This design comes from an exercise in tuning for a short achievable clock period and few clock cycles per item on the open sky130 flow, not from production work.
At most, simulation tests tie the RTL to the original design; equivalence was not proved.
Only the layout flow was run in runs 1 and 2; the RTL was not checked for function there.
The clock port is modelled as an ideal driver; clocking choices that lean on that would not hold on a real chip.
Power is estimated from default activity; no workload was simulated.

$ cat flow/config.mk
export PLATFORM = sky130hd
export DESIGN_NAME = cpu_top
export DESIGN_NICKNAME = cpu_top
export VERILOG_FILES = /design/flow/design.v
export SDC_FILE = /design/flow/constraint.sdc
export NUM_CORES = 4
export LEC_CHECK = 0
export ABC_CLOCK_PERIOD_IN_PS = 2000
export CAP_MARGIN = 20
export CORE_MARGIN = 2
export CORE_UTILIZATION = 55
export CTS_CLUSTER_DIAMETER = 100
export CTS_CLUSTER_SIZE = 25
export SETUP_SLACK_MARGIN = 2.4
export SLEW_MARGIN = 20
$ cat flow/constraint.sdc
create_clock -name core_clock -period 4.4 [get_ports {clk}]
set_input_delay 0.8800 -clock core_clock [delete_from_list [all_inputs] [get_ports {clk}]]
set_output_delay 0.8800 -clock core_clock [all_outputs]
set_load 0.01 [all_outputs]
$ cat flow/design.v
`timescale 1ns/1ps
`default_nettype none
package cpu_pkg;
  localparam int DATA_W = 8;
  localparam int IMEM_AW = 8;
  localparam int DMEM_AW = 4;
  localparam int REG_AW = 2;
  localparam int IMEM_DEPTH = 1 << IMEM_AW;
  localparam int DMEM_DEPTH = 1 << DMEM_AW;
  localparam int REG_NUM = 1 << REG_AW;
  localparam logic [3:0] OP_LD   = 4'd0;
  localparam logic [3:0] OP_ST   = 4'd1;
  localparam logic [3:0] OP_LDI  = 4'd2;
  localparam logic [3:0] OP_MOV  = 4'd3;
  localparam logic [3:0] OP_ADD  = 4'd4;
  localparam logic [3:0] OP_SUB  = 4'd5;
  localparam logic [3:0] OP_AND  = 4'd6;
  localparam logic [3:0] OP_CMP  = 4'd7;
  localparam logic [3:0] OP_OR   = 4'd8;
  localparam logic [3:0] OP_ORI  = 4'd9;
  localparam logic [3:0] OP_XOR  = 4'd10;
  localparam logic [3:0] OP_XORI = 4'd11;
  localparam logic [3:0] OP_ADDI = 4'd12;
  localparam logic [3:0] OP_SUBI = 4'd13;
  localparam logic [3:0] OP_ANDI = 4'd14;
  localparam logic [3:0] OP_CMPI = 4'd15;
  localparam int DEC_W = 33;
  function automatic logic [DEC_W-1:0] decode(input logic [7:0] w);
    logic [3:0] op;
    logic [3:0] rd_oh;
    logic [3:0] rs_oh;
    logic       imm_f;
    logic       rr_f;
    logic       wr_f;
    op    = w[7:4];
    rd_oh = 4'b0001 << w[3:2];
    rs_oh = 4'b0001 << w[1:0];
    case (op)
      OP_LDI, OP_ORI, OP_XORI, OP_ADDI, OP_SUBI, OP_ANDI, OP_CMPI: imm_f = 1'b1;
      default: imm_f = 1'b0;
    endcase
    case (op)
      OP_MOV, OP_ADD, OP_SUB, OP_AND, OP_CMP, OP_OR, OP_XOR: rr_f = 1'b1;
      default: rr_f = 1'b0;
    endcase
    wr_f = !(op == OP_ST || op == OP_CMP || op == OP_CMPI);
    decode[32:29] = (op == OP_ST) ? 4'b0001 : rd_oh;
    decode[28:25] = rr_f ? rs_oh : 4'b0000;
    decode[24:17] = imm_f ? {{7{w[1]}}, w[0]} : 8'h00;
    decode[16]    = (op == OP_SUB) || (op == OP_SUBI) || (op == OP_CMP) || (op == OP_CMPI);
    decode[15:10] = {op == OP_LD,
                     op == OP_LDI || op == OP_MOV,
                     op == OP_XOR || op == OP_XORI,
                     op == OP_OR  || op == OP_ORI,
                     op == OP_AND || op == OP_ANDI,
                     op == OP_ADD || op == OP_ADDI || op == OP_SUB || op == OP_SUBI};
    decode[9:6]   = !wr_f ? 4'b0000 : (op == OP_LD) ? 4'b0001 : rd_oh;
    decode[5:2]   = w[3:0];
    decode[1]     = (op == OP_ST);
    decode[0]     = (op == OP_CMP) || (op == OP_CMPI);
  endfunction
endpackage
`default_nettype wire
`timescale 1ns/1ps
`default_nettype none
module instr_mem (
  input  wire logic         clk,
  input  wire logic [15:0]  whi,        
  input  wire logic [15:0]  wlo,        
  input  wire logic [7:0]   wdata,
  input  wire logic         adv,
  input  wire logic [7:0]   fa,
  input  wire logic [1:0]   col,
  output logic [cpu_pkg::DEC_W-1:0] dec
);
  logic [255:0][7:0] mem;
  always_ff @(posedge clk) begin
    for (int w = 0; w < 256; w++) begin
      if (whi[w / 16] && wlo[w % 16]) begin
        mem[w] <= wdata;
      end
    end
  end
  logic [63:0][7:0] s1_data;
  logic [5:0]       s1_a;
  logic [15:0][7:0] s2_data;
  logic [3:0]       s2_a;
  logic [3:0][cpu_pkg::DEC_W-1:0] s3_dec;
  logic [1:0]       s3_a;
  always_ff @(posedge clk) begin
    for (int g = 0; g < 64; g++) begin
      s1_data[g] <= mem[{g[5:0], col}];
    end
  end
  always_ff @(posedge clk) begin
    if (adv) begin
      s1_a <= fa[7:2];
      for (int h = 0; h < 16; h++) begin
        s2_data[h] <= s1_data[{h[3:0], s1_a[1:0]}];
      end
      s2_a <= s1_a[5:2];
      for (int k = 0; k < 4; k++) begin
        s3_dec[k] <= cpu_pkg::decode(s2_data[{k[1:0], s2_a[1:0]}]);
      end
      s3_a <= s2_a[3:2];
    end
  end
  assign dec = s3_dec[s3_a];
endmodule
`default_nettype wire
`timescale 1ns/1ps
`default_nettype none
module data_mem (
  input  wire logic         clk,
  input  wire logic         host_we,
  input  wire logic [3:0]   host_addr,
  input  wire logic [7:0]   host_wdata,
  output logic [7:0]        host_rdata,
  input  wire logic [15:0]  st_sel,       
  input  wire logic [7:0]   st_data,
  input  wire logic [15:0]  sel_d,        
  input  wire logic [15:0]  sel_e,        
  output logic [7:0]        rd_d,
  output logic [7:0]        rd_e
);
  logic [15:0][7:0] mem;
  always_ff @(posedge clk) begin
    for (int w = 0; w < 16; w++) begin
      if (host_we && host_addr == w[3:0]) begin
        mem[w] <= host_wdata;
      end else if (st_sel[w]) begin
        mem[w] <= st_data;
      end
    end
  end
  always_comb begin
    rd_d = '0;
    rd_e = '0;
    for (int w = 0; w < 16; w++) begin
      rd_d = rd_d | (mem[w] & {8{sel_d[w]}});
      rd_e = rd_e | (mem[w] & {8{sel_e[w]}});
    end
  end
  always_ff @(posedge clk) begin
    host_rdata <= mem[host_addr];
  end
endmodule
`default_nettype wire
`timescale 1ns/1ps
`default_nettype none
module reg_file (
  input  wire logic         clk,
  input  wire logic         rst,
  input  wire logic [3:0]   sel_a,
  input  wire logic [3:0]   sel_b,
  output logic [7:0]        a,
  output logic [7:0]        b,
  input  wire logic [3:0]   we,
  input  wire logic [7:0]   wdata
);
  logic [3:0][7:0] regs;
  always_ff @(posedge clk) begin
    for (int i = 0; i < 4; i++) begin
      if (rst) begin
        regs[i] <= '0;
      end else if (we[i]) begin
        regs[i] <= wdata;
      end
    end
  end
  always_comb begin
    a = '0;
    b = '0;
    for (int i = 0; i < 4; i++) begin
      a = a | (regs[i] & {8{sel_a[i]}});
      b = b | (regs[i] & {8{sel_b[i]}});
    end
  end
endmodule
`default_nettype wire
`timescale 1ns/1ps
`default_nettype none
module alu (
  input  wire logic [7:0]   a,
  input  wire logic [7:0]   bx,
  input  wire logic         cin,
  output logic [7:0]        p,
  output logic [8:0]        c,         
  output logic              z          
);
  logic [7:0] g;
  logic [7:0] g1, p1;    
  logic [7:0] g2, p2;    
  logic [7:0] gg;        
  assign p = a ^ bx;
  assign g = {a[7:1] & bx[7:1], (a[0] & bx[0]) | (a[0] & cin) | (bx[0] & cin)};
  always_comb begin
    for (int i = 0; i < 8; i++) begin
      if (i % 2 == 1) begin
        g1[i] = g[i] | (p[i] & g[i-1]);
        p1[i] = p[i] & p[i-1];
      end else begin
        g1[i] = g[i];
        p1[i] = p[i];
      end
    end
    for (int i = 0; i < 8; i++) begin
      if (i % 4 >= 2) begin
        g2[i] = g1[i] | (p1[i] & g1[(i / 4) * 4 + 1]);
        p2[i] = p1[i] & p1[(i / 4) * 4 + 1];
      end else begin
        g2[i] = g1[i];
        p2[i] = p1[i];
      end
    end
    for (int i = 0; i < 8; i++) begin
      if (i >= 4) begin
        gg[i] = g2[i] | (p2[i] & g2[3]);
      end else begin
        gg[i] = g2[i];
      end
    end
  end
  assign c = {gg, cin};
  assign z = &p;
endmodule
`default_nettype wire
`timescale 1ns/1ps
`default_nettype none
module control_unit (
  input  wire logic         clk,
  input  wire logic         rst,
  input  wire logic         run,
  input  wire logic         flush,      
  output logic              adv,
  output logic [7:0]        fa,
  output logic [1:0]        col,        
  input  wire logic [cpu_pkg::DEC_W-1:0] dec,
  output logic [7:0]        pc,
  output logic              issue,
  output logic              iss,
  output logic [3:0]        d_sel_a,
  output logic [3:0]        d_sel_b,
  output logic [7:0]        d_imm,
  output logic [15:0]       d_dsel,
  output logic              d_sub,
  output logic [3:0]        c_sel_a,
  output logic [3:0]        c_sel_b,
  output logic [7:0]        c_imm,
  output logic              c_sub,
  output logic              e_sub,
  output logic [5:0]        e_kind,
  output logic [3:0]        e_wsel,
  output logic [15:0]       e_dsel,
  output logic              e_st,
  output logic              e_cmp
);
  logic [2:0] s_valid;      
  logic       d_valid;
  logic       e_valid;
  logic       e_valid_next;
  logic       issue_next;
  logic       adv_next;
  logic [7:0] fa_next;
  logic [3:0] e_sel_a;
  logic [3:0] e_sel_b;
  logic [7:0] e_imm;
  logic [5:0] d_kind;
  logic [3:0] d_wsel;
  logic       d_st;
  logic       d_cmp;
  assign iss = adv & e_valid;
  always_comb begin
    if (rst || flush) begin
      e_valid_next = 1'b0;
    end else if (adv) begin
      e_valid_next = d_valid;
    end else begin
      e_valid_next = e_valid;
    end
    issue_next = run & ~rst & e_valid_next;
    adv_next   = issue_next | ~e_valid_next;
    if (rst) begin
      fa_next = '0;
    end else if (flush) begin
      fa_next = pc;
    end else if (adv) begin
      fa_next = fa + 8'd1;
    end else begin
      fa_next = fa;
    end
  end
  always_ff @(posedge clk) begin
    if (rst || flush) begin
      s_valid <= '0;
      d_valid <= 1'b0;
    end else if (adv) begin
      s_valid <= {s_valid[1:0], 1'b1};
      d_valid <= s_valid[2];
    end
    fa      <= fa_next;
    e_valid <= e_valid_next;
    issue   <= issue_next;
    adv     <= adv_next;
    if (adv_next) begin
      col <= fa_next[1:0];
    end
    if (rst) begin
      pc <= '0;
    end else if (iss) begin
      pc <= pc + 8'd1;
    end
  end
  logic [3:0]  n_sel_a;
  logic [3:0]  n_sel_b;
  logic [7:0]  n_imm;
  logic        n_sub;
  logic [5:0]  n_kind;
  logic [3:0]  n_wsel;
  logic [15:0] n_dsel;
  logic        n_st;
  logic        n_cmp;
  assign n_sel_a = dec[32:29];
  assign n_sel_b = dec[28:25];
  assign n_imm   = dec[24:17];
  assign n_sub   = dec[16];
  assign n_kind  = dec[15:10];
  assign n_wsel  = dec[9:6];
  assign n_dsel  = 16'h0001 << dec[5:2];
  assign n_st    = dec[1];
  assign n_cmp   = dec[0];
  always_ff @(posedge clk) begin
    case ({adv_next, adv})
      2'b11: begin
        c_sel_a <= n_sel_a;
        c_sel_b <= n_sel_b;
        c_imm   <= n_imm;
        c_sub   <= n_sub;
      end
      2'b10: begin
        c_sel_a <= d_sel_a;
        c_sel_b <= d_sel_b;
        c_imm   <= d_imm;
        c_sub   <= d_sub;
      end
      2'b01: begin
        c_sel_a <= d_sel_a;
        c_sel_b <= d_sel_b;
        c_imm   <= d_imm;
        c_sub   <= d_sub;
      end
      default: begin
        c_sel_a <= e_sel_a;
        c_sel_b <= e_sel_b;
        c_imm   <= e_imm;
        c_sub   <= e_sub;
      end
    endcase
  end
  always_ff @(posedge clk) begin
    if (adv) begin
      d_sel_a <= n_sel_a;
      d_sel_b <= n_sel_b;
      d_imm   <= n_imm;
      d_sub   <= n_sub;
      d_kind  <= n_kind;
      d_wsel  <= n_wsel;
      d_dsel  <= n_dsel;
      d_st    <= n_st;
      d_cmp   <= n_cmp;
      e_sel_a <= d_sel_a;
      e_sel_b <= d_sel_b;
      e_imm   <= d_imm;
      e_sub   <= d_sub;
      e_kind  <= d_kind;
      e_wsel  <= d_wsel;
      e_dsel  <= d_dsel;
      e_st    <= d_st;
      e_cmp   <= d_cmp;
    end
  end
endmodule
`default_nettype wire
`timescale 1ns/1ps
`default_nettype none
module cpu_top (
  input  wire logic                        clk,
  input  wire logic                        rst,
  input  wire logic                        prog_we,
  input  wire logic [cpu_pkg::IMEM_AW-1:0] prog_addr,
  input  wire logic [cpu_pkg::DATA_W-1:0]  prog_data,
  input  wire logic                        host_we,
  input  wire logic [cpu_pkg::DMEM_AW-1:0] host_addr,
  input  wire logic [cpu_pkg::DATA_W-1:0]  host_wdata,
  output logic [cpu_pkg::DATA_W-1:0]       dmem_host_rdata,
  input  wire logic                        run,
  output logic                             busy,
  output logic                             instr_done,
  output logic [cpu_pkg::IMEM_AW-1:0]      pc,
  output logic [1:0]                       flags
);
  logic        pw_we;
  logic [15:0] pw_hi;
  logic [15:0] pw_lo;
  logic [7:0]  pw_data;
  always_ff @(posedge clk) begin
    pw_we   <= prog_we;
    pw_hi   <= prog_we ? (16'h0001 << prog_addr[7:4]) : 16'h0000;
    pw_lo   <= 16'h0001 << prog_addr[3:0];
    pw_data <= prog_data;
  end
  logic        adv;
  logic [7:0]  fa;
  logic [1:0]  col;
  logic [cpu_pkg::DEC_W-1:0] dec;
  logic        issue;
  logic        iss;
  logic [3:0]  d_sel_a;
  logic [3:0]  d_sel_b;
  logic [7:0]  d_imm;
  logic [15:0] d_dsel;
  logic        d_sub;
  logic [3:0]  c_sel_a;
  logic [3:0]  c_sel_b;
  logic [7:0]  c_imm;
  logic        c_sub;
  logic        e_sub;
  logic [5:0]  e_kind;
  logic [3:0]  e_wsel;
  logic [15:0] e_dsel;
  logic        e_st;
  logic        e_cmp;
  instr_mem u_imem (
    .clk   (clk),
    .whi   (pw_hi),
    .wlo   (pw_lo),
    .wdata (pw_data),
    .adv   (adv),
    .fa    (fa),
    .col   (col),
    .dec   (dec)
  );
  control_unit u_ctrl (
    .clk     (clk),
    .rst     (rst),
    .run     (run),
    .flush   (pw_we),
    .adv     (adv),
    .fa      (fa),
    .col     (col),
    .dec     (dec),
    .pc      (pc),
    .issue   (issue),
    .iss     (iss),
    .d_sel_a (d_sel_a),
    .d_sel_b (d_sel_b),
    .d_imm   (d_imm),
    .d_dsel  (d_dsel),
    .d_sub   (d_sub),
    .c_sel_a (c_sel_a),
    .c_sel_b (c_sel_b),
    .c_imm   (c_imm),
    .c_sub   (c_sub),
    .e_sub   (e_sub),
    .e_kind  (e_kind),
    .e_wsel  (e_wsel),
    .e_dsel  (e_dsel),
    .e_st    (e_st),
    .e_cmp   (e_cmp)
  );
  logic [7:0] a_q;
  logic [7:0] bx_q;
  logic [7:0] l_q;
  logic [7:0] w_q;
  logic [3:0] w_we;
  logic [3:0] sel_a;
  logic [3:0] sel_b;
  logic [7:0] imm;
  logic       sub;
  assign sel_a = c_sel_a;
  assign sel_b = c_sel_b;
  assign imm   = c_imm;
  assign sub   = c_sub;
  logic [7:0] reg_a;
  logic [7:0] reg_b;
  logic [7:0] mem_d;
  logic [7:0] mem_e;
  reg_file u_regs (
    .clk   (clk),
    .rst   (rst),
    .sel_a (sel_a),
    .sel_b (sel_b),
    .a     (reg_a),
    .b     (reg_b),
    .we    (w_we),
    .wdata (w_q)
  );
  data_mem u_dmem (
    .clk        (clk),
    .host_we    (host_we),
    .host_addr  (host_addr),
    .host_wdata (host_wdata),
    .host_rdata (dmem_host_rdata),
    .st_sel     (e_dsel & {16{iss & e_st}}),
    .st_data    (a_q),
    .sel_d      (d_dsel),
    .sel_e      (e_dsel),
    .rd_d       (mem_d),
    .rd_e       (mem_e)
  );
  logic [7:0] p;
  logic [8:0] c;
  logic       z;
  alu u_alu (
    .a   (a_q),
    .bx  (bx_q),
    .cin (e_sub),
    .p   (p),
    .c   (c),
    .z   (z)
  );
  logic [7:0] other;
  assign other = ({8{e_kind[1]}} & (a_q & bx_q))
               | ({8{e_kind[2]}} & (a_q | bx_q))
               | ({8{e_kind[3]}} & (a_q ^ bx_q))
               | ({8{e_kind[4]}} & bx_q)
               | ({8{e_kind[5]}} & l_q);
  logic [7:0] res1;
  logic [7:0] res0;
  logic [7:0] result;
  assign res1   = e_kind[0] ? ~p : other;
  assign res0   = e_kind[0] ? p : other;
  logic       fwd_a;
  logic       fwd_b;
  logic [7:0] base_a;
  logic [7:0] base_b;
  logic [7:0] a_next;
  logic [7:0] bx_next;
  assign fwd_a  = iss & |(d_sel_a & e_wsel);
  assign fwd_b  = iss & |(d_sel_b & e_wsel);
  assign base_a = |(sel_a & w_we) ? w_q : reg_a;
  assign base_b = (|(sel_b & w_we) ? w_q : reg_b) | imm;
  always_comb begin
    for (int i = 0; i < 8; i++) begin
      result[i]  = c[i] ? res1[i] : res0[i];
      a_next[i]  = c[i] ? (fwd_a ? res1[i] : base_a[i])
                        : (fwd_a ? res0[i] : base_a[i]);
      bx_next[i] = c[i] ? ((fwd_b ? res1[i] : base_b[i]) ^ sub)
                        : ((fwd_b ? res0[i] : base_b[i]) ^ sub);
    end
  end
  always_ff @(posedge clk) begin
    a_q  <= a_next;
    bx_q <= bx_next;
    w_q  <= result;
    w_we <= (iss && !rst) ? e_wsel : 4'b0000;
    if (adv) begin
      l_q <= (iss && e_st && |(d_dsel & e_dsel)) ? a_q : mem_d;
    end else begin
      l_q <= mem_e;
    end
  end
  logic [1:0] flags_q;
  always_ff @(posedge clk) begin
    if (rst) begin
      flags_q <= 2'b00;
    end else if (iss && e_cmp) begin
      flags_q <= {c[8] & ~z, z};
    end
  end
  assign flags      = flags_q;
  assign instr_done = issue;
  logic busy_n;
  always_ff @(posedge clk) begin
    busy_n <= ~(run & ~rst);
  end
  assign busy       = ~(~run & busy_n);
endmodule
`default_nettype wire
$ cat flow/flow/run.sh
#!/bin/bash
# The standard layout, with the resizer free to change a cell's footprint
# (the platform pins it by default) and stronger port buffers to start from.
set -euo pipefail
bash standard.sh MATCH_CELL_FOOTPRINT=0 \
  "BUFFER_PORTS_ARGS=-buffer_cell sky130_fd_sc_hd__buf_4" \
  finish > standard.log 2>&1
$ cat flow/standard.sh
#!/bin/bash
# synth_recipe.tcl (not shown) runs the flow's synth.tcl, then flattens the netlist and writes it again
# the make line also repeats each setting of config.mk as NAME=value (left out here)
make -C /OpenROAD-flow-scripts/flow DESIGN_CONFIG=/design/flow/config.mk WORK_HOME=/design/flow/orfs CLKGATE_MAP_FILE= SYNTH_SCRIPT=/design/flow/synth_recipe.tcl "${@:-finish}"
==> flow_metrics.py, run 1 <==
metrics = {
    "setup_path": {
        "crit_family": "simple AND/OR/NAND/NOR gates",
        "cp_cell_sequence": "buf_12 > buf_6 > buf_12 > mux4_2 > or3_4 > nor2_4 > nor2_1",
        "r2r_start": "u_imem.s2_a[0]$_DFFE_PP_",
        "crit_buf_inv": 3,
        "worstPathRequired_ns": 5.00,
        "slowest_stage": "mux4_2",
        "worst-path-max-fanout": 5,
        "crit_start": "u_imem.s2_a[0]$_DFFE_PP_",
        "worstSetupEndpointType": "flop",
        "cp-start-kind": "flop",
        "arrival_ns": 2.93,
        "cp_slowest_stage_delay_ns": 0.56,
        "worstSetupPathType": "reg -> reg",
        "cpMostUsedCell": "buf_12",
    },
    "global_route": {
        "grt_pass1_wl_um": 401700,
        "antenna_found_initial": 34,
        "grtUsageTotal_pct": 26.64,
        "grt_max_degree": 152,
        "grt_pass1_vias": 54200,
        "grt-ovfl-total": 0,
    },
    "synthesis": {
        "syn_nets": 5628,
        "synth_seq_cells": 3170,
        "yosys_warnings": 6,
        "avgSynthCellArea_um2": 20.62,
        "synth.distinct_cells": 62,
        "syn_inst": 5575,
        "async_reset_ff_share_pct": 0,
        "seq_area_frac_synth_pct": 77.01,
        "synth_area_um2": 115000,
        "synth_flop_cell": "edfxtp_1",
        "synth_edf_count": 2504,
    },
    "floorplan": {
        "dieArea_um2": 212700,
        "die_w_um": 461.2,
        "core_area_um2": 207500,
        "start_util_pct": 55.40,
        "die_h_um": 461.2,
        "num_rows": 167,
        "pin_count": 53,
    },
    "timing": {
        "slew_violations": 0,
        "hold_viol": 0,
        "period_share_pct": 52.87,
        "fin_skew_ns": 0.03006,
        "relSlewSlack_pct": 30.89,
        "hold_slack_ns": 0.1414,
        "fin_tns_setup_ns": 0,
        "fmaxAchievable_mhz": 429.9,
        "rsz0062_at_grt": "yes",
        "setup_viol": 0,
        "period_minus_slack_ns": 2.326,
        "tightestPinTransition_ns": 1.037,
        "fin_ws_ns": 2.074,
    },
    "final_layout": {
        "nets": 5849,
        "stdcell_area_um2": 127000,
        "seq_area_um2": 88710,
        "drive_gt1_share_pct": 26.69,
        "area_delta_synth_final_pct": 10.44,
        "n_fill_cell": 14580,
        "multi_input_area_um2": 25860,
    },
    "cts": {
        "cts_sinks": 3170,
        "cts_tree": "done",
        "htree_levels": 4,
        "cts.hold.buffers_added": 0,
        "clk_pin_slew_ns": 0.10,
        "numCtsBuffers": 145,
        "clk_latency_ns": 0.86,
        "cts.path.max_buffers": 3,
        "clockRootBuffer": "clkbuf_16",
    },
    "routing": {
        "first_pass_iters": 6,
        "ant_nets": 0,
        "vias": 54602,
        "drt-total-wl_um": 282500,
        "vias_per_cell": 6.264,
        "wl_per_cell_um": 32.41,
        "drc": 0,
        "drtIter0Drc": 6637,
    },
    "pwr": {
        "power.total_mw": 50.94,
        "p_leak_nw": 40.77,
        "cellPowerDensity_nw_per_um2": 401.3,
        "ir_worst_vdd_uv": 431.8,
    },
    "worst_hold_path": {
        "hold_start": "prog_data[7]",
        "hold_path_class": "in -> reg",
    },
    "placed_design": {
        "gp_congestion": 0.9402,
        "portBuffers": 52,
        "pre_cts_ws_ns": 1.348,
        "placement.cell_area_um2": 119300,
        "dp_hpwl_um": 170300,
    },
    "outcome": {
        "status": "no timing/DRC/antenna violations",
    },
    "run": {
        "cap_viol_max_count": 0,
    },
}
-- layout by cell type (no fill, tap or decap), types with 12 or more instances in the layout --
master,synthesis,final
mux2i_1,54,50
o21ai_0,102,92
mux4_2,736,739
dfxtp_4,0,41
nand2_1,148,133
edfxtp_1,2504,2504
a22o_1,52,52
and2_1,263,254
nand4_1,13,13
buf_12,1,63
a221oi_1,55,47
clkbuf_1,184,106
a21oi_1,73,55
inv_1,44,28
nor3_1,28,23
buf_4,1,227
dfxtp_1,666,600
clkbuf_16,0,159
nand2b_1,32,29
a22oi_1,101,91
nand3_1,21,21
xor2_1,17,16
clkinvlp_4,0,12
buf_6,5,65
diode_2,0,12
dfxtp_2,0,25
a21oi_2,0,12
nor2_2,0,18
mux2_2,48,48
nor2_1,169,145
-- synth_stat cells (4+ instances only) --
| cell | n | share of area [%] |
|---|---|---|
| edfxtp_1 | 2504 | 65 |
| mux4_2 | 736 | 14 |
| dfxtp_1 | 666 | 12 |
| and2_1 | 263 | 1.4 |
| clkbuf_1 | 184 | 0.60 |
| nor2_1 | 169 | 0.55 |
| nand2_1 | 148 | 0.48 |
| o21ai_0 | 102 | 0.44 |
| a22oi_1 | 101 | 0.66 |
| buf_2 | 83 | 0.36 |
| a21oi_1 | 73 | 0.32 |
| a221oi_1 | 55 | 0.42 |
| mux2i_1 | 54 | 0.47 |
| a22o_1 | 52 | 0.40 |
| mux2_2 | 48 | 0.47 |
| inv_1 | 44 | 0.14 |
| buf_1 | 35 | 0.11 |
| nand2b_1 | 32 | 0.17 |
| nor3_1 | 28 | 0.12 |
| nand3_1 | 21 | 0.091 |
| ha_1 | 20 | 0.22 |
| xor2_1 | 17 | 0.13 |
| a21o_1 | 15 | 0.098 |
| nand4_1 | 13 | 0.071 |
| nor2b_1 | 11 | 0.060 |
| nor3b_1 | 9 | 0.059 |
| or3_1 | 9 | 0.049 |
| o22ai_1 | 8 | 0.044 |
| and3_1 | 6 | 0.033 |
| o21a_1 | 6 | 0.039 |
| buf_6 | 5 | 0.049 |
| a2111oi_0 | 4 | 0.030 |
| a31oi_1 | 4 | 0.022 |
| nand3b_1 | 4 | 0.026 |
| nor2_4 | 4 | 0.039 |
| xnor2_1 | 4 | 0.030 |
-- through the flow --
stage	util, %	instances
3_3_place_gp	57.46	8225
6_report	61.19	8717
3_5_place_dp	57.48	8229
4_1_cts	60.69	8654
5_1_grt	61.17	8706
2_1_floorplan	-	5575
-- what timing repair did --
item | CTS | global route
buffers inserted | 149 | 46
pin swaps | 43 | 48
resized for setup | 243 | 128
cloned | 8 | 4
endpoints found under the setup margin | 1774 | 394
-- kinds of logic after synthesis --
kind of cell               synth area share, %
AOI/OAI and AO/OA                        2.630
xor gates and xnor gates                0.1600
adders and majority gates               0.2177
buffers and inverters                    1.293
DFF                                      77.01
muxes                                    15.43
and+or+nand+nor                          3.259
-- state kept, by name (all words and copies together) (netlist names), 16 cells and up --
register / flops
pw_hi: 16
u_imem.mem: 2048
u_ctrl.d_dsel: 16
pw_lo: 16
u_regs.regs: 32
u_dmem.mem: 128
u_ctrl.e_dsel: 16
u_imem.s1_data: 512
u_imem.s2_data: 128
u_imem.s3_dec: 108
-- final cells by class --
class | instances | area share [%]
Inverter | 44 | 0.1675
Clock inverter | 13 | 0.1340
Timing Repair Buffer | 383 | 3.439
Multi-Input combinational cell | 2052 | 20.37
Tap cell | 2788 | 2.748
Antenna cell | 12 | 0.02365
Sequential cell | 3170 | 69.88
Clock buffer | 255 | 3.241
-- final timing paths --
kind	slack, ns	to	depth (start not counted)
worst max-delay path	2.07	u_imem.s3_dec[65]$_SDFFCE_PP0P_	7
worst min-delay path	0.14	pw_data[7]$_DFF_P_	1
worst max register to register	2.07	u_imem.s3_dec[65]$_SDFFCE_PP0P_	7
worst min register to register	0.42	u_ctrl.e_kind[4]$_DFFE_PP_	0
-- per-layer routing --
layer  vias to the layer above  global-route usage [%]  share of wire (%)  wire [µm]
met5                         -                       0                  0          0
met2                      2237                   41.01                 47     133500
met3                       370                   4.077                7.7      21840
li1                      22842                       -                  -          -
met1                     29153                   40.25                 43     120300
met4                         0                   7.304                2.4       6862
-- report_power, final --
| group | switching (mW) | internal [mW] |
|---|---|---|
| logic | 1.21 | 0.982 |
| clock network | 9.11 | 6.51 |
| registers | 0.433 | 32.7 |
==> run 2, diff against run 1 <==
==> flow/flow/run.sh (replaced) <==
#!/bin/bash
# The standard layout, with three changes:
# - the resizer may change a cell's footprint (the platform pins it by default)
# - stronger port buffers to start from
# - after CTS, the clock root is split into four buffers driven by the clock
#   port (flow/split_root.tcl), so the tree's top level is four times lighter
set -euo pipefail
ARGS=(MATCH_CELL_FOOTPRINT=0 "BUFFER_PORTS_ARGS=-buffer_cell sky130_fd_sc_hd__buf_4")
bash standard.sh "${ARGS[@]}" cts > standard_cts.log 2>&1
export RESULTS="$PWD/orfs/results/$FLOW_PLATFORM/cpu_top/base"
openroad -no_init -exit flow/split_root_run.tcl > split_root.log 2>&1
bash standard.sh "${ARGS[@]}" finish > standard_finish.log 2>&1
==> flow/flow/split_root.tcl (new file) <==
# Split the clock root buffer into NROOT buffers driven from the clock port,
# each driving the root's loads in one region (grouped by angle around the
# root's own loads' centroid).
proc split_clock_root {nroot} {
  set db [ord::get_db]
  set block [ord::get_db_block]
  set clknet [$block findNet clk]
  set root ""
  foreach it [$clknet getITerms] {
    if {[$it isInputSignal]} { set root [$it getInst] }
  }
  if {$root eq ""} { error "no clock root" }
  set master [$root getMaster]
  set n0 [[$root findITerm X] getNet]
  set loads {}
  set sx 0; set sy 0
  foreach it [$n0 getITerms] {
    if {[$it isInputSignal]} {
      set b [[$it getInst] getBBox]
      set x [expr {([$b xMin] + [$b xMax]) / 2}]
      set y [expr {([$b yMin] + [$b yMax]) / 2}]
      lappend loads [list $it $x $y]
      set sx [expr {$sx + $x}]; set sy [expr {$sy + $y}]
    }
  }
  set n [llength $loads]
  set cx [expr {$sx / $n}]; set cy [expr {$sy / $n}]
  # sort by angle around the centroid, cut into nroot equal runs
  set keyed {}
  foreach l $loads {
    lassign $l it x y
    lappend keyed [list [expr {atan2($y - $cy, $x - $cx)}] $it $x $y]
  }
  set keyed [lsort -real -index 0 $keyed]
  set per [expr {int(ceil(double($n) / $nroot))}]
  for {set g 0} {$g < $nroot} {incr g} {
    set grp [lrange $keyed [expr {$g * $per}] [expr {($g + 1) * $per - 1}]]
    if {[llength $grp] == 0} { continue }
    set gx 0; set gy 0
    foreach l $grp { set gx [expr {$gx + [lindex $l 2]}]; set gy [expr {$gy + [lindex $l 3]}] }
    set gx [expr {$gx / [llength $grp]}]; set gy [expr {$gy / [llength $grp]}]
    if {$g == 0} {
      set buf $root
      set net $n0
    } else {
      set buf [odb::dbInst_create $block $master "clkroot_split_$g"]
      [$buf findITerm A] connect $clknet
      set net [odb::dbNet_create $block "clknet_root_split_$g"]
      $net setSigType CLOCK
      [$buf findITerm X] connect $net
      foreach l $grp {
        set it [lindex $l 1]
        $it disconnect
        $it connect $net
      }
    }
    # put the buffer near its loads, pulled a little toward the centre
    set px [expr {int(($gx * 2 + $cx) / 3)}]
    set py [expr {int(($gy * 2 + $cy) / 3)}]
    $buf setLocation $px $py
    $buf setPlacementStatus PLACED
  }
  # loads left on n0 beyond group 0 were all moved; group 0 keeps the root
}
==> flow/flow/split_root_run.tcl (new file) <==
set results $::env(RESULTS)
read_db $results/4_cts.odb
source [file join [file dirname [info script]] split_root.tcl]
split_clock_root 4
global_connect
detailed_placement
check_placement -verbose
write_db $results/4_cts.odb
==> flow_metrics.py, run 2 <==
metrics = {
    "setup_path": {
        "r2r_start": "u_imem.s2_a[0]$_DFFE_PP_",
        "reg2reg_depth": 7,
        "worst_r2r_endpoint": "u_imem.s3_dec[63]$_SDFFCE_PP0P_",
        "worstSetupPathType": "reg -> reg",
        "arrival_ns": 2.69,
        "ff2ff_setup_slack_ns": 2.07,
        "worstPathRequired_ns": 4.76,
        "worst-path-max-fanout": 5,
        "cp-start-kind": "flop",
        "worstSetupEndpointType": "flop",
    },
    "timing": {
        "fmaxAchievable_mhz": 429.8,
        "period_share_pct": 52.88,
        "slew_violations": 0,
        "relSlewSlack_pct": 24.05,
        "setup_viol": 0,
        "fin_tns_setup_ns": 0,
        "fin_ws_ns": 2.073,
        "tightestPinTransition_ns": 1.139,
        "rsz0062_at_grt": "yes",
        "hold_viol": 0,
        "period_minus_slack_ns": 2.327,
        "hold_slack_ns": 0.3944,
        "fin_skew_ns": 0.03082,
    },
    "synthesis": {
        "avgSynthCellArea_um2": 20.62,
        "seq_area_frac_synth_pct": 77.01,
        "synth_flop_cell": "edfxtp_1",
        "syn_inst": 5575,
        "yosys.area.top_type_share_pct": 65.41,
        "synth_compound_area_share_pct": 2.630,
        "synth-adder-area-share_pct": 0.2177,
        "synth.most_common_cell": "edfxtp_1",
        "synth_top_family_by_area": "multiplexers",
        "syn_nets": 5628,
        "synthTopCellsByArea": "edfxtp_1, mux4_2, dfxtp_1",
        "yosys_warnings": 6,
        "synth_seq_cells": 3170,
        "synth.distinct_cells": 62,
        "synth_edf_count": 2504,
        "synth_area_um2": 115000,
        "synth-simple-area-share_pct": 3.259,
        "synth_top_cell_by_area": "edfxtp_1",
        "synth_common_cells": "edfxtp_1, mux4_2, dfxtp_1",
        "synthMuxAreaShare_pct": 15.43,
        "synth_xor_area_share_pct": 0.1600,
        "async_reset_ff_share_pct": 0,
    },
    "final_layout": {
        "drive_gt1_share_pct": 26.89,
        "largest_reg_flops": 2048,
        "multi_input_area_um2": 25950,
        "n_fill_cell": 14564,
        "area_delta_synth_final_pct": 10.60,
        "top_regs": "u_imem.mem (2048), u_imem.s1_data (512)",
        "layout_common_cells": "edfxtp_1, mux4_2, dfxtp_1, and2_1, buf_4",
        "stdcell_area_um2": 127100,
        "seq_area_um2": 88710,
        "final_common_cell": "edfxtp_1",
        "nets": 5857,
        "top_register": "u_imem.mem",
    },
    "floorplan": {
        "dieArea_um2": 212700,
        "num_rows": 167,
        "start_util_pct": 55.40,
        "die_w_um": 461.2,
        "die_h_um": 461.2,
        "pin_count": 53,
        "core_area_um2": 207500,
    },
    "worst_hold_path": {
        "min_delay_worst_endpoint": "pw_data[7]$_DFF_P_",
        "hold_start": "prog_data[7]",
        "min_path_cells": 1,
        "hold_path_class": "in -> reg",
    },
    "pwr": {
        "pwr-share-clk_pct": 30.8,
        "cellPowerDensity_nw_per_um2": 401.4,
        "seqPwrFrac_pct": 64.9,
        "p_leak_nw": 40.85,
        "p_sw_mw": 10.70,
        "switching_share_pct": 20.96,
        "ir_worst_vdd_uv": 385.0,
        "power.internal_mw": 40.34,
        "combPwrFrac_pct": 4.3,
        "power.total_mw": 51.04,
    },
    "cts": {
        "cts_tree": "done",
        "htree_levels": 4,
        "cts.hold.buffers_added": 0,
        "clk_pin_slew_ns": 0.10,
        "clockRootBuffer": "clkbuf_16",
        "cts.path.max_buffers": 3,
        "numCtsBuffers": 145,
        "cts_sinks": 3170,
        "clk_latency_ns": 0.60,
    },
    "routing": {
        "drtIter0Drc": 6665,
        "vias": 54669,
        "drc": 0,
        "drt-total-wl_um": 282500,
        "ant_nets": 0,
        "wl_per_cell_um": 32.38,
        "first_pass_iters": 8,
        "vias_per_cell": 6.267,
    },
    "global_route": {
        "antenna_found_initial": 32,
        "grt_pass1_wl_um": 401600,
        "grt-ovfl-total": 0,
        "grt_pass1_vias": 54228,
        "grt_max_degree": 152,
        "grtUsageTotal_pct": 26.51,
    },
    "placed_design": {
        "gp_congestion": 0.9402,
        "placement.cell_area_um2": 119300,
        "dp_hpwl_um": 170300,
        "pre_cts_ws_ns": 1.348,
        "portBuffers": 52,
    },
    "outcome": {
        "status": "no timing/DRC/antenna violations",
    },
    "run": {
        "cap_viol_max_count": 0,
    },
}
-- run 2: cell counts after synthesis --
Identical to the previous run, type by type.
-- run 2: worst max-delay path, stage by stage, from the launching register on --
cell	delay, ns
edfxtp_1	0.46
buf_12	0.17
buf_6	0.11
buf_12	0.13
mux4_2	0.56
or3_4	0.44
nor2_4	0.15
nor2_1	0.06
-- run 2: final cells by class --
type	count	share of cell area, %
Sequential cell	3170	69.77
Tap cell	2788	2.744
Timing Repair Buffer	388	3.452
Clock inverter	13	0.1338
Buffer	3	0.05905
Antenna cell	10	0.01968
Multi-Input combinational cell	2052	20.41
Inverter	44	0.1673
Clock buffer	255	3.237
-- run 2: kinds of logic after synthesis --
group,after synthesis
flip-flops,3170
multiplexers,841
AND/OR/NAND/NOR,728
adder cells (fa/ha/maj),20
buffers and inverters,353
XOR/XNOR,21
AO/OA/AOI/OAI,442
-- run 2: metal layers --
metal	global-route usage (%)	share of wire, %
met1	40.30	43
met2	41.05	47
met3	3.548	7.0
met4	6.986	2.8
met5	0	0.0046
-- run 2: worst max path at each step --
stage / from / slack (ns) / cells after the start / endpoint
5_1_grt: u_imem.s2_a[0]$_DFFE_PP_ / 2.03 / 9 / u_imem.s3_dec[58]$_SDFFCE_PP0P_
3_3_place_gp: host_addr[0] / 1.36 / 4 / u_dmem.mem[44]$_DFFE_PP_
2_1_floorplan: u_ctrl.adv$_DFF_P_ / 0.20 / 9 / u_ctrl.c_imm[0]$_DFF_P_
3_5_place_dp: host_addr[0] / 1.35 / 4 / u_dmem.mem[74]$_DFFE_PP_
4_1_cts: busy_n$_DFF_P_ / 2.11 / 2 / busy
6_report: u_imem.s2_a[0]$_DFFE_PP_ / 2.07 / 7 / u_imem.s3_dec[63]$_SDFFCE_PP0P_
-- run 2: metrics by stage --
stage / cells / utilization, %
3_5_place_dp: 8229 / 57.48
6_report: 8723 / 61.27
3_3_place_gp: 8225 / 57.46
5_1_grt: 8716 / 61.27
4_1_cts: 8654 / 60.69
2_1_floorplan: 5575 / -
-- run 2: power by group through the flow --
stage                     combinational (mW)  clock (mW)  sequential [mW]
after global placement                  1.87           0             33.9
after floorplan                         1.15           0             33.6
final                                   2.19        15.7             33.1
after global routing                    2.33        17.0             33.2
after CTS                               2.11        15.9             33.1
after detailed placement                1.90           0             33.9
-- run 2: timing repair --
item | 4_1_cts | 5_1_grt
endpoints found under the hold margin | 0 | 0
resized for setup | 243 | 151
pin swaps | 43 | 50
gates cloned | 8 | 4
setup endpoints to repair | 1774 | 487
setup buffers | 149 | 52
==> run 3, diff against run 2 <==
--- a/flow/design.v
+++ b/flow/design.v
@@ -86,6 +86,12 @@
   logic [15:0][7:0] s2_data;
   logic [3:0]       s2_a;
   logic [3:0][cpu_pkg::DEC_W-1:0] s3_dec;
+  logic [15:0][cpu_pkg::DEC_W-1:0] s2_dec;
+  always_comb begin
+    for (int h = 0; h < 16; h++) begin
+      s2_dec[h] = cpu_pkg::decode(s2_data[h]);
+    end
+  end
   logic [1:0]       s3_a;
   always_ff @(posedge clk) begin
     for (int g = 0; g < 64; g++) begin
@@ -100,7 +106,7 @@
       end
       s2_a <= s1_a[5:2];
       for (int k = 0; k < 4; k++) begin
-        s3_dec[k] <= cpu_pkg::decode(s2_data[{k[1:0], s2_a[1:0]}]);
+        s3_dec[k] <= s2_dec[{k[1:0], s2_a[1:0]}];
       end
       s3_a <= s2_a[3:2];
     end
@@ -116,6 +122,7 @@
   input  wire logic [3:0]   host_addr,
   input  wire logic [7:0]   host_wdata,
   output logic [7:0]        host_rdata,
+  output logic              hw_we,        
   input  wire logic [15:0]  st_sel,       
   input  wire logic [7:0]   st_data,
   input  wire logic [15:0]  sel_d,        
@@ -124,10 +131,17 @@
   output logic [7:0]        rd_e
 );
   logic [15:0][7:0] mem;
+  logic [15:0]      hw_sel;
+  logic [7:0]       hw_data;
+  always_ff @(posedge clk) begin
+    hw_we   <= host_we;
+    hw_sel  <= host_we ? (16'h0001 << host_addr) : 16'h0000;
+    hw_data <= host_wdata;
+  end
   always_ff @(posedge clk) begin
     for (int w = 0; w < 16; w++) begin
-      if (host_we && host_addr == w[3:0]) begin
-        mem[w] <= host_wdata;
+      if (hw_sel[w]) begin
+        mem[w] <= hw_data;
       end else if (st_sel[w]) begin
         mem[w] <= st_data;
       end
@@ -142,7 +156,7 @@
     end
   end
   always_ff @(posedge clk) begin
-    host_rdata <= mem[host_addr];
+    host_rdata <= hw_sel[host_addr] ? hw_data : mem[host_addr];
   end
 endmodule
 `default_nettype wire
@@ -232,6 +246,7 @@
   input  wire logic         rst,
   input  wire logic         run,
   input  wire logic         flush,      
+  input  wire logic         hold,       
   output logic              adv,
   output logic [7:0]        fa,
   output logic [1:0]        col,        
@@ -278,7 +293,7 @@
     end else begin
       e_valid_next = e_valid;
     end
-    issue_next = run & ~rst & e_valid_next;
+    issue_next = run & ~rst & ~hold & e_valid_next;
     adv_next   = issue_next | ~e_valid_next;
     if (rst) begin
       fa_next = '0;
@@ -400,6 +415,7 @@
   output logic [1:0]                       flags
 );
   logic        pw_we;
+  logic        hw_we;
   logic [15:0] pw_hi;
   logic [15:0] pw_lo;
   logic [7:0]  pw_data;
@@ -445,6 +461,7 @@
     .rst     (rst),
     .run     (run),
     .flush   (pw_we),
+    .hold    (hw_we),
     .adv     (adv),
     .fa      (fa),
     .col     (col),
@@ -501,6 +518,7 @@
     .host_addr  (host_addr),
     .host_wdata (host_wdata),
     .host_rdata (dmem_host_rdata),
+    .hw_we      (hw_we),
     .st_sel     (e_dsel & {16{iss & e_st}}),
     .st_data    (a_q),
     .sel_d      (d_dsel),
==> flow_metrics.py, run 3 <==
metrics = {
    "outcome": {
        "status": "no timing/DRC/antenna violations",
    },
    "routing": {
        "ant_nets": 0,
        "drc": 0,
        "first_pass_iters": 9,
        "drt-total-wl_um": 298800,
        "vias": 61211,
        "vias_per_cell": 6.450,
        "wl_per_cell_um": 31.48,
        "drtIter0Drc": 7336,
    },
    "final_layout": {
        "top_register": "u_imem.mem",
        "area_delta_synth_final_pct": 10.03,
        "largest_reg_flops": 2048,
        "layout_common_cells": "edfxtp_1, mux4_2, dfxtp_1, buf_4, nand2_1",
        "drive_gt1_share_pct": 23.24,
        "top_regs": "u_imem.mem (2048), u_imem.s1_data (512)",
        "stdcell_count": 9490,
        "nets": 6578,
        "utilization_pct": 61.01,
        "final_common_cell": "edfxtp_1",
        "stdcell_area_um2": 131200,
    },
    "synthesis": {
        "syn_nets": 6426,
        "synth_seq_cells": 3195,
        "synthTopCellsByArea": "edfxtp_1, mux4_2, dfxtp_1",
        "seq_area_frac_synth_pct": 74.66,
        "async_reset_ff_share_pct": 0,
        "yosys_warnings": 6,
        "synth_edf_count": 2504,
        "synth_top_cell_by_area": "edfxtp_1",
        "syn_inst": 6373,
        "synth_common_cells": "edfxtp_1, mux4_2, dfxtp_1",
        "synth_area_um2": 119200,
        "avgSynthCellArea_um2": 18.71,
        "yosys.area.top_type_share_pct": 63.06,
        "synth_flop_cell": "edfxtp_1",
        "synth.most_common_cell": "edfxtp_1",
        "synth.distinct_cells": 68,
    },
    "timing": {
        "period_share_pct": 47.86,
        "fin_ws_ns": 2.294,
        "period_minus_slack_ns": 2.106,
        "setup_viol": 0,
        "tightestPinTransition_ns": 1.013,
        "relSlewSlack_pct": 32.45,
        "slew_violations": 0,
        "fin_tns_setup_ns": 0,
        "fin_skew_ns": 0.02986,
        "rsz0062_at_grt": "yes",
        "fmaxAchievable_mhz": 474.9,
        "hold_viol": 0,
    },
    "setup_path": {
        "crit_family": "buffers and inverters",
        "slowest_stage": "nand2b_4",
        "cp-start-kind": "primary input",
        "worstPathRequired_ns": 3.52,
        "worstSetupPathType": "in -> out",
        "cp_slowest_stage_delay_ns": 0.13,
        "cp_cell_sequence": "buf_8 > nand2b_4 > buf_6",
        "worstSetupEndpointType": "output port",
        "arrival_ns": 1.23,
        "crit_buf_inv": 2,
        "worst-path-max-fanout": 2,
    },
    "floorplan": {
        "die_h_um": 469.6,
        "dieArea_um2": 220600,
        "core_area_um2": 215000,
        "die_w_um": 469.6,
        "num_rows": 170,
        "pin_count": 53,
        "start_util_pct": 55.45,
    },
    "pwr": {
        "combPwrFrac_pct": 4.6,
        "power.internal_mw": 40.97,
        "p_leak_nw": 42.19,
        "seqPwrFrac_pct": 64.4,
        "p_sw_mw": 11.07,
        "switching_share_pct": 21.28,
        "ir_worst_vdd_uv": 327.1,
        "cellPowerDensity_nw_per_um2": 396.7,
        "pwr-share-clk_pct": 31.0,
    },
    "cts": {
        "clk_pin_slew_ns": 0.11,
        "clockRootBuffer": "clkbuf_16",
        "cts.hold.buffers_added": 0,
        "clk_latency_ns": 0.61,
        "numCtsBuffers": 148,
        "cts.path.max_buffers": 3,
        "cts_sinks": 3195,
        "cts_tree": "done",
        "htree_levels": 4,
    },
    "run": {
        "cap_viol_max_count": 0,
    },
    "global_route": {
        "grt_max_degree": 141,
        "grt-ovfl-total": 0,
        "grtUsageTotal_pct": 26.64,
        "antenna_found_initial": 27,
        "grt_pass1_vias": 59615,
        "grt_pass1_wl_um": 427400,
    },
    "placed_design": {
        "pre_cts_ws_ns": 1.246,
        "place_inst": 8977,
        "gp_congestion": 0.9228,
        "portBuffers": 52,
        "dp_hpwl_um": 179500,
        "placement.cell_area_um2": 123300,
    },
    "worst_hold_path": {
        "hold_path_class": "in -> reg",
    },
}
[run 3: per-stage QoR]
stage / power (mW) / hold WS, ns
after floorplan: 35.28 / 0.4003
after global placement: 36.31 / 0.4052
after detailed placement: 36.35 / 0.4081
after CTS: 52.18 / 0.07923
after global routing: 53.55 / 0.3621
final: 52.05 / 0.3619
[run 3: cell families (layout without fill, tap and decap cells)]
family | after synthesis | after routing | share of synthesized area (%)
buffers and inverters | 475 | 750 | 1.596
DFF | 3195 | 3195 | 74.66
and+or+nand+nor | 1092 | 1092 | 4.644
xor gates and xnor gates | 22 | 22 | 0.1616
adders and majority gates | 20 | 20 | 0.2099
AOI/OAI and AO/OA | 774 | 774 | 4.307
muxes | 795 | 795 | 14.43
other | 0 | 4 | 0
[run 3: timing repair]
item / in CTS / in global routing
gates resized for setup: 201 / 95
pin swaps: 17 / 30
cloned: 4 / 7
endpoints found under the setup margin: 982 / 170
setup buffers: 161 / 61
[run 3: per-layer routing]
layer | up-vias | part of all wire, % | global-route usage (%)
met4 | 6 | 2.8 | 6.613
met1 | 32174 | 42 | 40.01
li1 | 25714 | - | -
met3 | 531 | 7.6 | 3.814
met2 | 2786 | 47 | 41.69
met5 | - | 0.015 | 0
[run 3: path summary, 6_finish.rpt]
check	startpoint	endpoint	slack (ns)	depth (start not counted)
hold reg to reg	u_imem.s1_a[3]$_DFFE_PP_	u_imem.s2_a[1]$_DFFE_PP_	0.43	0
setup / recovery	run	busy	2.29	3
setup reg to reg	a_q[1]$_DFF_P_	bx_q[2]$_DFF_P_	2.32	8
hold / removal	host_wdata[0]	u_dmem.hw_data[0]$_DFF_P_	0.36	1
[run 3: power by group through the flow]
stage / combinational [mW] / sequential (mW) / clock (mW)
final: 2.37 / 33.5 / 16.1
after global placement: 1.99 / 34.3 / 0
after detailed placement: 2.04 / 34.3 / 0
after global routing: 2.53 / 33.6 / 17.5
after floorplan: 1.34 / 33.9 / 0
after CTS: 2.27 / 33.5 / 16.4
[run 3: cell type report]
class | instances | area, µm²
inverter | 59 | 269.0
timing repair inverter | 1 | 8.758
sequential | 3195 | 89220
timing repair buffer | 414 | 4536
multi-input combinational | 2703 | 29050
clock buffer | 258 | 4297
buffer | 3 | 75.07
clock inverter | 15 | 197.7
fill | 15397 | 83840
tap | 2838 | 3551
antenna | 4 | 10.01
Testbench counts of run 3, summed over its fixed seeds: cycles 8,200, items 8,192.

-- static timing again, ports no longer ideal --
No port has a modelled driver above. Below, the same layouts with a new extraction and two added sets of constraints. Step 1 sets driving cells, clkbuf_16 on the clock port and buf_2 on the other inputs (assumed; they add their load-dependent delay and slew). Step 2 also shifts input and output timing later by t, the mid clock arrival at the registers, as if the neighbouring blocks saw the same clock. Three values: no drivers, after step 1, after step 2; two values: the first two.
run	t (ns)	setup slack, ns	worst register clock-pin slew, ns	worst slew at a driven data input, ns	cell pins on the clock port's net
run 1	0.922	2.074 / 2.074 / 1.560	0.11 / 0.11	0.11	1
run 2	0.754	2.073 / 2.073 / 1.705	0.11 / 0.11	0.10	4
run 3	0.755	2.294 / 2.217 / 1.623	0.11 / 0.11	0.16	4
After both steps setup and hold are still met in every run listed. The setup slack of run 3, which loses most, moves by -0.077 ns with the drivers and by -0.671 ns with both steps.
